This is an optimization exercise on Yosys and OpenROAD, whose aim is small area, a short achievable clock period and few clock cycles per item, not a production implementation.
Function was checked by simulation only, so behaviour that the tests miss may differ from the original.
No activity file was given, so power comes from the tool's default toggle rates.

===== flow/config.mk =====
export PLATFORM = sky130hd
export DESIGN_NAME = lifo_list_with_search_remove
export DESIGN_NICKNAME = lifo_list_with_search_remove
export VERILOG_FILES = /design/flow/design.v
export SDC_FILE = /design/flow/constraint.sdc
export NUM_CORES = 4
export LEC_CHECK = 0
export CAP_MARGIN = 20
export CORE_MARGIN = 2
export CORE_UTILIZATION = 40
export SETUP_SLACK_MARGIN = 3.3
export SLEW_MARGIN = 20

===== flow/constraint.sdc =====
create_clock -name core_clock -period 6.0 [get_ports {clock}]
set_input_delay 1.2000 -clock core_clock [delete_from_list [all_inputs] [get_ports {clock}]]
set_output_delay 1.2000 -clock core_clock [all_outputs]
set_load 0.01 [all_outputs]

===== flow/design.v =====
`default_nettype none
package lsr_pkg;
   localparam int CMD_W    = 3;
   localparam int VALUE_W  = 32;
   localparam int STATUS_W = 2;
   localparam int COUNT_W  = 7;
   localparam logic [CMD_W-1:0] CMD_PUSH   = 3'd0;
   localparam logic [CMD_W-1:0] CMD_POP    = 3'd1;
   localparam logic [CMD_W-1:0] CMD_REMOVE = 3'd2;
   localparam logic [CMD_W-1:0] CMD_CLEAR  = 3'd3;
   localparam logic [CMD_W-1:0] CMD_FIND   = 3'd4;
   localparam logic [CMD_W-1:0] CMD_FRONT  = 3'd5;
   localparam logic [STATUS_W-1:0] STATUS_OK    = 2'd0;
   localparam logic [STATUS_W-1:0] STATUS_EMPTY = 2'd1;
   localparam logic [STATUS_W-1:0] STATUS_FULL  = 2'd2;
   localparam logic [1:0] MODE_HOLD = 2'd0;
   localparam logic [1:0] MODE_DOWN = 2'd1;
   localparam logic [1:0] MODE_UP   = 2'd2;
   typedef struct packed {
      logic [1:0] mode;
      logic       wr_en;
   } lsr_ctl_type;
endpackage
`default_nettype wire
`default_nettype none
module lsr_cell #(
   parameter bit INV = 1'b0
) (
   input  wire logic                               clock,
   input  wire logic                               reset,
   input  wire logic                               do_push,    
   input  wire logic                               do_pop,     
   input  wire logic                               clr,
   input  wire logic                               key_hit,    
   input  wire logic [lsr_pkg::VALUE_W-1:0]        key,
   input  wire logic [lsr_pkg::VALUE_W-1:0]        down_in,
   input  wire logic                               down_v,
   input  wire logic                               pull,       
   input  wire logic                               give,       
   input  wire logic [lsr_pkg::VALUE_W-1:0]        up_in,
   input  wire logic                               up_kv,      
   output      logic [lsr_pkg::VALUE_W-1:0]        value,
   output      logic                               valid,
   output      logic                               keep_v,     
   output      logic                               match       
);
   logic [lsr_pkg::VALUE_W-1:0] value_ff;
   logic                        valid_ff;
   logic                        eq;
   logic                        sel_hold, sel_down, sel_up;
   assign eq     = (value_ff == (INV ? ~key : key));
   assign match  = valid_ff && eq;
   assign keep_v = valid_ff && !(key_hit && eq);
   assign sel_down = do_push;
   assign sel_up   = do_pop || (!do_push && pull);
   assign sel_hold = !do_push && !sel_up;
   always_ff @(posedge clock) begin
      value_ff <= ~(({lsr_pkg::VALUE_W{sel_hold}} & ~value_ff)
                  | ({lsr_pkg::VALUE_W{sel_down}} & down_in)
                  | ({lsr_pkg::VALUE_W{sel_up}}   & up_in));
   end
   always_ff @(posedge clock) begin
      if (reset || clr) begin
         valid_ff <= 1'b0;
      end else begin
         valid_ff <= (sel_hold & keep_v & !give) | (sel_down & down_v) | (sel_up & up_kv);
      end
   end
   assign value = value_ff;
   assign valid = valid_ff;
endmodule
`default_nettype wire
`default_nettype none
module lsr_chain #(
   parameter int DEPTH = 64,
   parameter int GS    = 8,                  
   parameter int HW    = 4                   
) (
   input  wire logic                               clock,
   input  wire logic                               reset,
   input  wire logic                               do_push,
   input  wire logic                               do_pop,
   input  wire logic                               do_remove,
   input  wire logic                               do_clear,
   input  wire logic [lsr_pkg::VALUE_W-1:0]        key,        
   output      logic [lsr_pkg::VALUE_W-1:0]        head_value,
   output      logic                               head_valid,
   output      logic                               tail_valid,  
   output      logic                               any_valid,
   output      logic                               all_valid,
   output      logic                               any_tail,    
   output      logic [DEPTH/GS-1:0]                grp_match,   
   output      logic [DEPTH-1:0]                   valid_vec,
   output      logic                               head_valid_next,
   output      logic                               tail_valid_next
);
   logic [lsr_pkg::VALUE_W-1:0] vals [DEPTH];
   logic [DEPTH-1:0]            v;
   logic [DEPTH-1:0]            kv;
   logic [DEPTH-1:0]            m;
   logic [DEPTH-1:0]            pl;          
   for (genvar i = 0; i < DEPTH; i++) begin : g_pull
      localparam int LO = (i >= HW - 1) ? i - (HW - 1) : 0;
      assign pl[i] = !(&v[i:LO]);
   end
   for (genvar i = 0; i < DEPTH; i++) begin : g_cell
      logic [lsr_pkg::VALUE_W-1:0] down_w, up_w;
      logic down_vw, give_w, up_kw;
      if (i == 0) begin : g_first
         assign down_w  = ~key;         
         assign down_vw = 1'b1;
         assign give_w  = 1'b0;
      end else begin : g_mid
         assign down_w  = vals[i-1];
         assign down_vw = v[i-1];
         assign give_w  = pl[i-1];
      end
      if (i == DEPTH - 1) begin : g_last
         assign up_w  = ~vals[i];
         assign up_kw = 1'b0;
      end else begin : g_inner
         assign up_w  = vals[i+1];
         assign up_kw = kv[i+1];
      end
      lsr_cell #(
         .INV (1'(i % 2))
      ) u_cell (
         .clock    (clock),
         .reset    (reset),
         .do_push  (do_push),
         .do_pop   (do_pop),
         .clr      (do_clear),
         .key_hit  (do_remove),
         .key      (key),
         .down_in  (down_w),
         .down_v   (down_vw),
         .pull     (pl[i]),
         .give     (give_w),
         .up_in    (up_w),
         .up_kv    (up_kw),
         .value    (vals[i]),
         .valid    (v[i]),
         .keep_v   (kv[i]),
         .match    (m[i])
      );
   end
   for (genvar g = 0; g < DEPTH / GS; g++) begin : g_grp
      assign grp_match[g] = |m[g*GS +: GS];
   end
   assign head_valid_next = !do_clear &&
                            (do_push || ((do_pop || !v[0]) ? kv[1] : kv[0]));
   assign tail_valid_next = !do_clear &&
                            (do_push ? v[DEPTH-2] : (!do_pop && !pl[DEPTH-1] && !pl[DEPTH-2]));
   assign head_value = vals[0];
   assign head_valid = v[0];
   assign tail_valid = v[DEPTH-1];
   assign any_valid  = |v;
   assign all_valid  = &v;
   assign any_tail   = |v[DEPTH-1:1];
   assign valid_vec  = v;
endmodule
`default_nettype wire
`default_nettype none
module lifo_list_with_search_remove #(
   parameter int DEPTH = 64
) (
   input  wire logic                       clock,
   input  wire logic                       reset,
   input  wire logic                       req_valid,
   output      logic                       req_ready,
   input  wire logic [lsr_pkg::CMD_W-1:0]           req_cmd,
   input  wire logic signed [lsr_pkg::VALUE_W-1:0]  req_operand_value,
   output      logic                       rsp_valid,
   input  wire logic                       rsp_ready,
   output      logic [lsr_pkg::STATUS_W-1:0]        rsp_status,
   output      logic                       rsp_found,
   output      logic signed [lsr_pkg::VALUE_W-1:0]  rsp_front_value,
   output      logic [lsr_pkg::COUNT_W-1:0]         rsp_count
);
   localparam int VW = lsr_pkg::VALUE_W;
   localparam int SW = lsr_pkg::STATUS_W;
   localparam int NW = lsr_pkg::COUNT_W;
   localparam int GS = 8;             
   localparam int NG = DEPTH / GS;    
   logic                      rdy_ff;
   logic                      s1_valid;
   logic [lsr_pkg::CMD_W-1:0] s1_cmd;
   logic [VW-1:0]             s1_val;
   logic                      r1_valid;
   logic [SW-1:0]             r1_status;
   logic [NG-1:0]             r1_fgrp;     
   logic                      r1_front;    
   logic                      r2_valid;
   logic [SW-1:0]             r2_status;
   logic                      r2_found;
   logic [VW-1:0]             r2_front;
   logic [4*5-1:0]            r2_sum;      
   logic                      r3_valid;
   logic [SW-1:0]             r3_status;
   logic                      r3_found;
   logic [VW-1:0]             r3_front;
   logic [2*6-1:0]            r3_sum;      
   logic                      f_valid;
   logic [SW-1:0]             f_status;
   logic                      f_found;
   logic [VW-1:0]             f_front;
   logic [NW-1:0]             f_count;
   logic                      rsp_valid_ff;
   logic [SW-1:0]             rsp_status_ff;
   logic                      rsp_found_ff;
   logic [VW-1:0]             rsp_front_ff;
   logic [NW-1:0]             rsp_count_ff;
   logic [VW-1:0]             head_value;
   logic                      head_valid, head_valid_next;
   logic                      tail_valid, tail_valid_next;
   logic                      any_valid, all_valid, any_tail;
   logic [NG-1:0]             grp_match;
   logic [DEPTH-1:0]          valid_vec;
   logic is_push, is_pop, is_remove, is_clear, is_find, is_front;
   logic room_ff;                       
   logic exec, stall;
   logic do_push, do_pop, do_remove, do_clear;
   assign stall = ((is_pop || is_front) && !head_valid && any_valid) ||
                  (is_push && tail_valid && !all_valid);
   assign exec  = s1_valid && room_ff && !stall;
   assign do_push   = is_push && room_ff && !tail_valid;
   assign do_pop    = is_pop && room_ff && head_valid;
   assign do_remove = is_remove && room_ff;
   assign do_clear  = is_clear && room_ff;
   lsr_chain #(
      .DEPTH (DEPTH),
      .GS    (GS)
   ) u_chain (
      .clock           (clock),
      .reset           (reset),
      .do_push         (do_push),
      .do_pop          (do_pop),
      .do_remove       (do_remove),
      .do_clear        (do_clear),
      .key             (s1_val),
      .head_value      (head_value),
      .head_valid      (head_valid),
      .tail_valid      (tail_valid),
      .any_valid       (any_valid),
      .all_valid       (all_valid),
      .any_tail        (any_tail),
      .grp_match       (grp_match),
      .valid_vec       (valid_vec),
      .head_valid_next (head_valid_next),
      .tail_valid_next (tail_valid_next)
   );
   function automatic logic [4:0] count16(input logic [15:0] x);
      logic [15:0] a;
      logic        hi, lo;
      a = x;
      for (int p = 1; p < 16; p = p * 2) begin
         for (int k = p; k >= 1; k = k / 2) begin
            for (int j = k % p; j < 16 - k; j = j + 2 * k) begin
               for (int i = 0; i < k; i++) begin
                  if ((i + j + k < 16) && ((i + j) / (2 * p) == (i + j + k) / (2 * p))) begin
                     hi       = a[i+j] | a[i+j+k];
                     lo       = a[i+j] & a[i+j+k];
                     a[i+j]   = hi;
                     a[i+j+k] = lo;
                  end
               end
            end
         end
      end
      count16[4] = a[15];
      count16[3] = a[7] & !a[15];
      count16[2] = (a[3] & !a[7]) | (a[11] & !a[15]);
      count16[1] = (a[1] & !a[3]) | (a[5] & !a[7]) | (a[9] & !a[11]) | (a[13] & !a[15]);
      count16[0] = (a[0] & !a[1]) | (a[2] & !a[3]) | (a[4] & !a[5]) | (a[6] & !a[7]) |
                   (a[8] & !a[9]) | (a[10] & !a[11]) | (a[12] & !a[13]) | (a[14] & !a[15]);
   endfunction
   logic [4*5-1:0] sum16;
   for (genvar k = 0; k < 4; k++) begin : g_sum16
      assign sum16[k*5 +: 5] = count16(valid_vec[k*16 +: 16]);
   end
   logic [2*6-1:0] sum32;
   for (genvar k = 0; k < 2; k++) begin : g_sum32
      assign sum32[k*6 +: 6] = {1'b0, r2_sum[(2*k)*5 +: 5]} + {1'b0, r2_sum[(2*k+1)*5 +: 5]};
   end
   logic [NW-1:0] r3_count;
   assign r3_count = {1'b0, r3_sum[5:0]} + {1'b0, r3_sum[11:6]};
   logic rsp_free, r1_move, r2_move, r3_move;
   assign rsp_free = !rsp_valid_ff || rsp_ready;
   assign r3_move  = r3_valid && !f_valid;
   assign r2_move  = r2_valid && (!r3_valid || !f_valid);
   assign r1_move  = r1_valid && (!r2_valid || !r3_valid || !f_valid);
   logic r1_valid_next, r2_valid_next, r3_valid_next, f_valid_next;
   logic s1_valid_next, rdy_next, any_valid_next, room_next;
   logic [lsr_pkg::CMD_W-1:0] s1_cmd_next;
   assign r1_valid_next  = exec || (r1_valid && !r1_move);
   assign r2_valid_next  = r1_move || (r2_valid && !r2_move);
   assign r3_valid_next  = r2_move || (r3_valid && !r3_move);
   assign f_valid_next   = !rsp_free && (f_valid || r3_valid);
   assign s1_valid_next  = rdy_ff ? req_valid : (s1_valid && !exec);
   assign s1_cmd_next    = rdy_ff ? req_cmd : s1_cmd;
   assign any_valid_next = do_clear ? 1'b0 :
                           do_pop   ? any_tail :
                                      (any_valid || do_push);
   assign room_next = !r1_valid_next || !r2_valid_next || !r3_valid_next || !f_valid_next;
   assign rdy_next = !s1_valid_next ||
                     (room_next &&
                      !(((s1_cmd_next == lsr_pkg::CMD_POP) || (s1_cmd_next == lsr_pkg::CMD_FRONT)) &&
                        !head_valid_next && any_valid_next) &&
                      !((s1_cmd_next == lsr_pkg::CMD_PUSH) && tail_valid_next));
   always_ff @(posedge clock) begin
      if (reset) begin
         rdy_ff       <= 1'b1;
         room_ff      <= 1'b1;
         s1_valid     <= 1'b0;
         is_push      <= 1'b0;
         is_pop       <= 1'b0;
         is_remove    <= 1'b0;
         is_clear     <= 1'b0;
         is_find      <= 1'b0;
         is_front     <= 1'b0;
         r1_valid     <= 1'b0;
         r2_valid     <= 1'b0;
         r3_valid     <= 1'b0;
         f_valid      <= 1'b0;
         rsp_valid_ff <= 1'b0;
      end else begin
         rdy_ff       <= rdy_next;
         room_ff      <= room_next;
         s1_valid     <= s1_valid_next;
         is_push      <= s1_valid_next && (s1_cmd_next == lsr_pkg::CMD_PUSH);
         is_pop       <= s1_valid_next && (s1_cmd_next == lsr_pkg::CMD_POP);
         is_remove    <= s1_valid_next && (s1_cmd_next == lsr_pkg::CMD_REMOVE);
         is_clear     <= s1_valid_next && (s1_cmd_next == lsr_pkg::CMD_CLEAR);
         is_find      <= s1_valid_next && (s1_cmd_next == lsr_pkg::CMD_FIND);
         is_front     <= s1_valid_next && (s1_cmd_next == lsr_pkg::CMD_FRONT);
         r1_valid     <= r1_valid_next;
         r2_valid     <= r2_valid_next;
         r3_valid     <= r3_valid_next;
         f_valid      <= f_valid_next;
         rsp_valid_ff <= rsp_free ? (f_valid || r3_valid) : 1'b1;
      end
   end
   always_ff @(posedge clock) begin
      if (rdy_ff) begin
         s1_cmd <= req_cmd;
         s1_val <= req_operand_value;
      end
   end
   always_ff @(posedge clock) begin
      if (exec) begin
         r1_status <= lsr_pkg::STATUS_OK;
         r1_front  <= 1'b0;
         r1_fgrp   <= is_find ? grp_match : '0;
         if (is_push && all_valid) r1_status <= lsr_pkg::STATUS_FULL;
         if ((is_pop || is_front) && !any_valid) r1_status <= lsr_pkg::STATUS_EMPTY;
         if (is_front && any_valid) r1_front <= 1'b1;
      end
   end
   always_ff @(posedge clock) begin
      if (r1_move) begin
         r2_status <= r1_status;
         r2_found  <= |r1_fgrp;
         r2_front  <= r1_front ? head_value : '0;
         r2_sum    <= sum16;
      end
   end
   always_ff @(posedge clock) begin
      if (r2_move) begin
         r3_status <= r2_status;
         r3_found  <= r2_found;
         r3_front  <= r2_front;
         r3_sum    <= sum32;
      end
   end
   always_ff @(posedge clock) begin
      if (!rsp_free && r3_move) begin
         f_status <= r3_status;
         f_found  <= r3_found;
         f_front  <= r3_front;
         f_count  <= r3_count;
      end
   end
   always_ff @(posedge clock) begin
      if (rsp_free) begin
         if (f_valid) begin
            rsp_status_ff <= f_status;
            rsp_found_ff  <= f_found;
            rsp_front_ff  <= f_front;
            rsp_count_ff  <= f_count;
         end else begin
            rsp_status_ff <= r3_status;
            rsp_found_ff  <= r3_found;
            rsp_front_ff  <= r3_front;
            rsp_count_ff  <= r3_count;
         end
      end
   end
   assign req_ready       = rdy_ff;
   assign rsp_valid       = rsp_valid_ff;
   assign rsp_status      = rsp_status_ff;
   assign rsp_found       = rsp_found_ff;
   assign rsp_front_value = rsp_front_ff;
   assign rsp_count       = rsp_count_ff;
endmodule
`default_nettype wire

===== flow/run.sh =====
#!/bin/bash
# synth_recipe.tcl (not shown) runs the flow's synth.tcl, then flattens the netlist and writes it again
# the make line also repeats each setting of config.mk as NAME=value (left out here)
make -C /OpenROAD-flow-scripts/flow DESIGN_CONFIG=/design/flow/config.mk WORK_HOME=/design/flow/orfs CLKGATE_MAP_FILE= SYNTH_SCRIPT=/design/flow/synth_recipe.tcl finish

==> run summary <==
-- power groups by stage --
stage	combinational, mW	sequential (mW)	clock [mW]
after floorplan	6.85	25.1	0
after global placement	8.40	28.7	0
after detailed placement	8.64	28.8	0
after global routing	10.3	29.2	16.6
after CTS	9.13	28.5	15.9
final	9.53	29.1	15.9
-- synth_stat cells, drive strengths merged (24+ instances only) --
library cell / count
nor2: 2138
nand3: 26
a211oi: 24
a32oi: 55
o21ai: 109
o22ai: 47
mux2: 43
a221oi: 1991
a22oi: 33
and3: 31
and2: 73
xor2: 2020
nor4: 351
dfxtp: 2129
nand2: 213
edfxtp: 229
clkbuf: 620
xnor2: 45
buf: 330
o211ai: 35
inv: 67
nand4: 360
a21oi: 153
-- layer usage --
layer  vias to the layer above  global-route usage  part of all wire  routed length (um)
li1                      42174                   -                 -                   -
met1                     49425              0.4160              0.39              180800
met2                      6994              0.4535              0.42              193100
met3                      1502             0.06969              0.12               55560
met4                         4              0.1615             0.069               31740
met5                         -                   0          0.000039                  18
-- path summary, 6_finish.rpt --
path                                                 startpoint                                        endpoint  slack [ps]  cells after the start
hold / removal                       r2_front[25]$_SDFFCE_PN0P_                          r3_front[25]$_DFFE_PP_         420                      0
setup / recovery  u_chain.g_cell[63].u_cell.valid_ff$_SDFF_PP0_  u_chain.g_cell[44].u_cell.value_ff[23]$_DFF_P_        3140                      4
hold reg to reg                      r2_front[25]$_SDFFCE_PN0P_                          r3_front[25]$_DFFE_PP_         420                      0
setup reg to reg  u_chain.g_cell[63].u_cell.valid_ff$_SDFF_PP0_  u_chain.g_cell[44].u_cell.value_ff[23]$_DFF_P_        3140                      4
-- state kept, by name, indices dropped and copies added, names as in the netlist, 2 cells and up --
| name | cells |
|---|---|
| f_front | 32 |
| rsp_status_ff | 2 |
| f_status | 2 |
| f_count | 7 |
| rsp_front_ff | 32 |
| r3_front | 32 |
| s1_cmd | 3 |
| r3_sum | 12 |
| r3_status | 2 |
| rsp_count_ff | 7 |
| r2_front | 32 |
| s1_val | 32 |
| r2_sum | 20 |
| r1_fgrp | 8 |
| u_chain.g_cell.u_cell.value_ff | 2048 |
| u_chain.g_cell.u_cell.valid_ff | 64 |
| r2_status | 2 |
| r1_status | 2 |
-- logic make-up (layout without fill, tap and decap cells) --
| logic type | after synthesis | count (layout) |
|---|---|---|
| XOR/XNOR | 2065 | 2065 |
| buffers and inverters | 1017 | 988 |
| flip-flops | 2358 | 2358 |
| adder cells (fa/ha/maj) | 27 | 27 |
| AND/OR/NAND/NOR | 3303 | 3304 |
| AO/OA/AOI/OAI | 2551 | 2555 |
| multiplexers | 46 | 46 |
| other | 0 | 6 |
-- critical path: cells and delay by family, from the launching register on --
family	cells	cell delay, ps
AO/OA/AOI/OAI	2	1250
buffers and inverters	1	230
flip-flops	1	490
AND/OR/NAND/NOR	1	320
-- final cells by class --
type,instances,share of cell area
antenna,6,0.0001194
clock buffer,366,0.05721
clock inverter,82,0.008768
inverter,67,0.002050
multi-input combinational,7997,0.4564
sequential,2358,0.3949
tap,3570,0.03553
timing repair buffer,473,0.04499
-- what timing repair did --
action / in CTS / in global routing
gates resized for setup: 475 / 245
pin swaps: 27 / 82
cloned: 30 / 19
buffers inserted: 81 / 86
endpoints found under the setup margin: 2083 / 274
-- metrics by stage --
stage | worst slack [ps] | cell area, um2 | total power, mW | util
global placement | 1707 | 112400 | 37.06 | 0.4152
floorplan | 2816 | 108800 | 31.99 | -
detailed placement | 2006 | 112500 | 37.47 | 0.4156
CTS | 3171 | 123500 | 53.50 | 0.4563
finish | 3144 | 125700 | 54.54 | 0.4643
global route | 3169 | 125700 | 56.06 | 0.4643
==> flow_summary_export.csv <==
group,metric,value,unit
worst_setup_path,critPathSlowestCell,"o21ai_2",
clock_network,clock_path_buffers,3,
route,viasPerCell,6.709,
pwr,power_density,433.8,nW/um2
worst_setup_path,worstSetupPathType,"flop to flop",
pwr,p_leak,47.28,nW
sta,finalHoldViolCount,0,
logic_synthesis,synth_fa_ha_area_frac,0.003197,
pwr,ir_drop,369.8,uV
sta,tns,0,ps
worst_setup_path,max_stage_delay,1070,ps
logic_synthesis,synthTopCellsByArea,"dfxtp_1 39%, xor2_1 16%, a221oi_1 16%",
clock_network,cts_sinks,2358,
logic_synthesis,synth-xor-area-share,0.1662,
route,drc_errors,0,
die,start_util,0.4018,
route,first_pass_iters,7,
sta,min_period,2856,ps
logic_synthesis,syn_area_per_cell,9.571,um2
logic_synthesis,synth-seq-cells,2358,
logic_synthesis,yosys_warnings,5,
logic_synthesis,synth_mux_area_frac,0.004727,
logic_synthesis,async_reset_ff_frac,0,
finish,seq_area,49650,um2
placement,dp_hpwl,277100,um
worst_setup_path,cp_max_fo,151,
logic_synthesis,synthSimpleGateAreaFrac,0.1373,
worst_setup_path,start_kind,"flop",
pwr,clkPwrFrac,0.292,
die,boundaryPins,83,
placement,dpl.cell_count,14248,
die,dieArea,276200,um2
sta,fmax,0.3502,GHz
logic_synthesis,synth-edff-count,229,
clock_network,postCtsHoldBufs,0,
worst_setup_path,end_kind,"flop",
finish,final_common_cell,"nor2_1",
clock_network,cts-root-buf,"clkbuf_16",
logic_synthesis,syn_inst,11367,
sta,rsz0062_at_grt,"true",
finish,mostFrequentLayoutCells,"2091 x nor2_1, 2064 x dfxtp_1, 2007 x xor2_1",
route,routed_wl,461200,um
placement,gp_congestion,0.9581,
logic_synthesis,synth_cell_types,91,
worst_setup_path,crit_chain,"and3b_4, buf_16, o21ai_2, a221oi_1",
die,rows,191,
global_route,grt_max_degree,149,
sta,clock_skew,55.31,ps
route,vias,100099,
sta,worst_slew_pin_slew,1131,ps
sta,holdWs,417.1,ps
pwr,combPwrFrac,0.175,
clock_network,cts_tree,"done",
sta,slew_headroom,0.2407,
finish,multi_input_area,57380,um2
flow_run,max_cap_viol_count,0,
finish,drive_above_1_share,0.1185,
die,fp.dieW,525.5,um
worst_setup_path,critPathArrivalTime,3550,ps
route,drtIter0Drc,15899,
global_route,grt_pass1_vias,91581,
global_route,grt_antenna_before_repair,10,
run_status,status,"complete, no violations",
logic_synthesis,yosysSeqAreaShare,0.4550,
die,core_area,270800,um2
global_route,grt_pass1_wl,647600,um
logic_synthesis,synth_ff_type,"dfxtp_1",
logic_synthesis,synth_top_family_by_area,"compound AO/OA/AOI/OAI gates",
hold_path,hold_class,"flop to flop",
global_route,grt_usage,0.3071,
sta,slew_viol_final,0,
logic_synthesis,synth_compound_area_frac,0.1950,
pwr,p_seq_frac,0.534,
clock_network,clkTransAtPathRegs,60,ps
clock_network,insertion_delay,930,ps
logic_synthesis,synth_fp_nets,11425,
pwr,p_switching,19.79,mW
die,die_h,525.5,um
pwr,p_sw_frac,0.3629,
sta,setup_viol,0,
global_route,gr-total-overflow,0,
pwr,p_int,34.75,mW
placement,io_buffers,82,
logic_synthesis,synth_top_area_frac,0.3918,
finish,fin_cells,14919,
logic_synthesis,synth_area,108800,um2
worst_setup_path,required,6700,ps
clock_network,cts_made_buffers,241,
sta,fin_crit_sh,0.4759,
route,antenna_left,0,
finish,area_growth,15.56,%
logic_synthesis,yosys.area.top_type,"dfxtp_1",
clock_network,cts.htree.levels,4,
route,routedWlPerCell,30.92,um
finish,n_fill_cell,24925,
finish,fin_nets,11196,
Testbench counts, summed over its fixed seeds: cycles 16,103, commands 16,000.

## what the ideal ports hide
The results above use ideal ports. As a check the final layout listed here was re-extracted and re-timed, cells and wires unchanged. Step 1 (the two cells are an assumption about what drives the block):
set clk [get_ports {clock}]
set_driving_cell -lib_cell sky130_fd_sc_hd__clkbuf_16 $clk
set_driving_cell -lib_cell sky130_fd_sc_hd__buf_2 [delete_from_list [all_inputs] $clk]
Step 2 times the ports against the registers' clock, not the clock port: input delays grow and output delays shrink by t, the midpoint of the rising clock arrivals with the driver on. a / b / c = no drivers / after step 1 / after step 2; a / b = the first two.
t (ns): 1.012
slack for setup (ns): 3.144 / 3.127 / 2.726
clock arrival spread, ns: 0.073 / 0.073
worst slew at a driven data input, ns: 0.10
After both steps this run still meets setup and hold. The setup slack of this run moves by -0.017 ns with the drivers and by -0.418 ns with both steps.
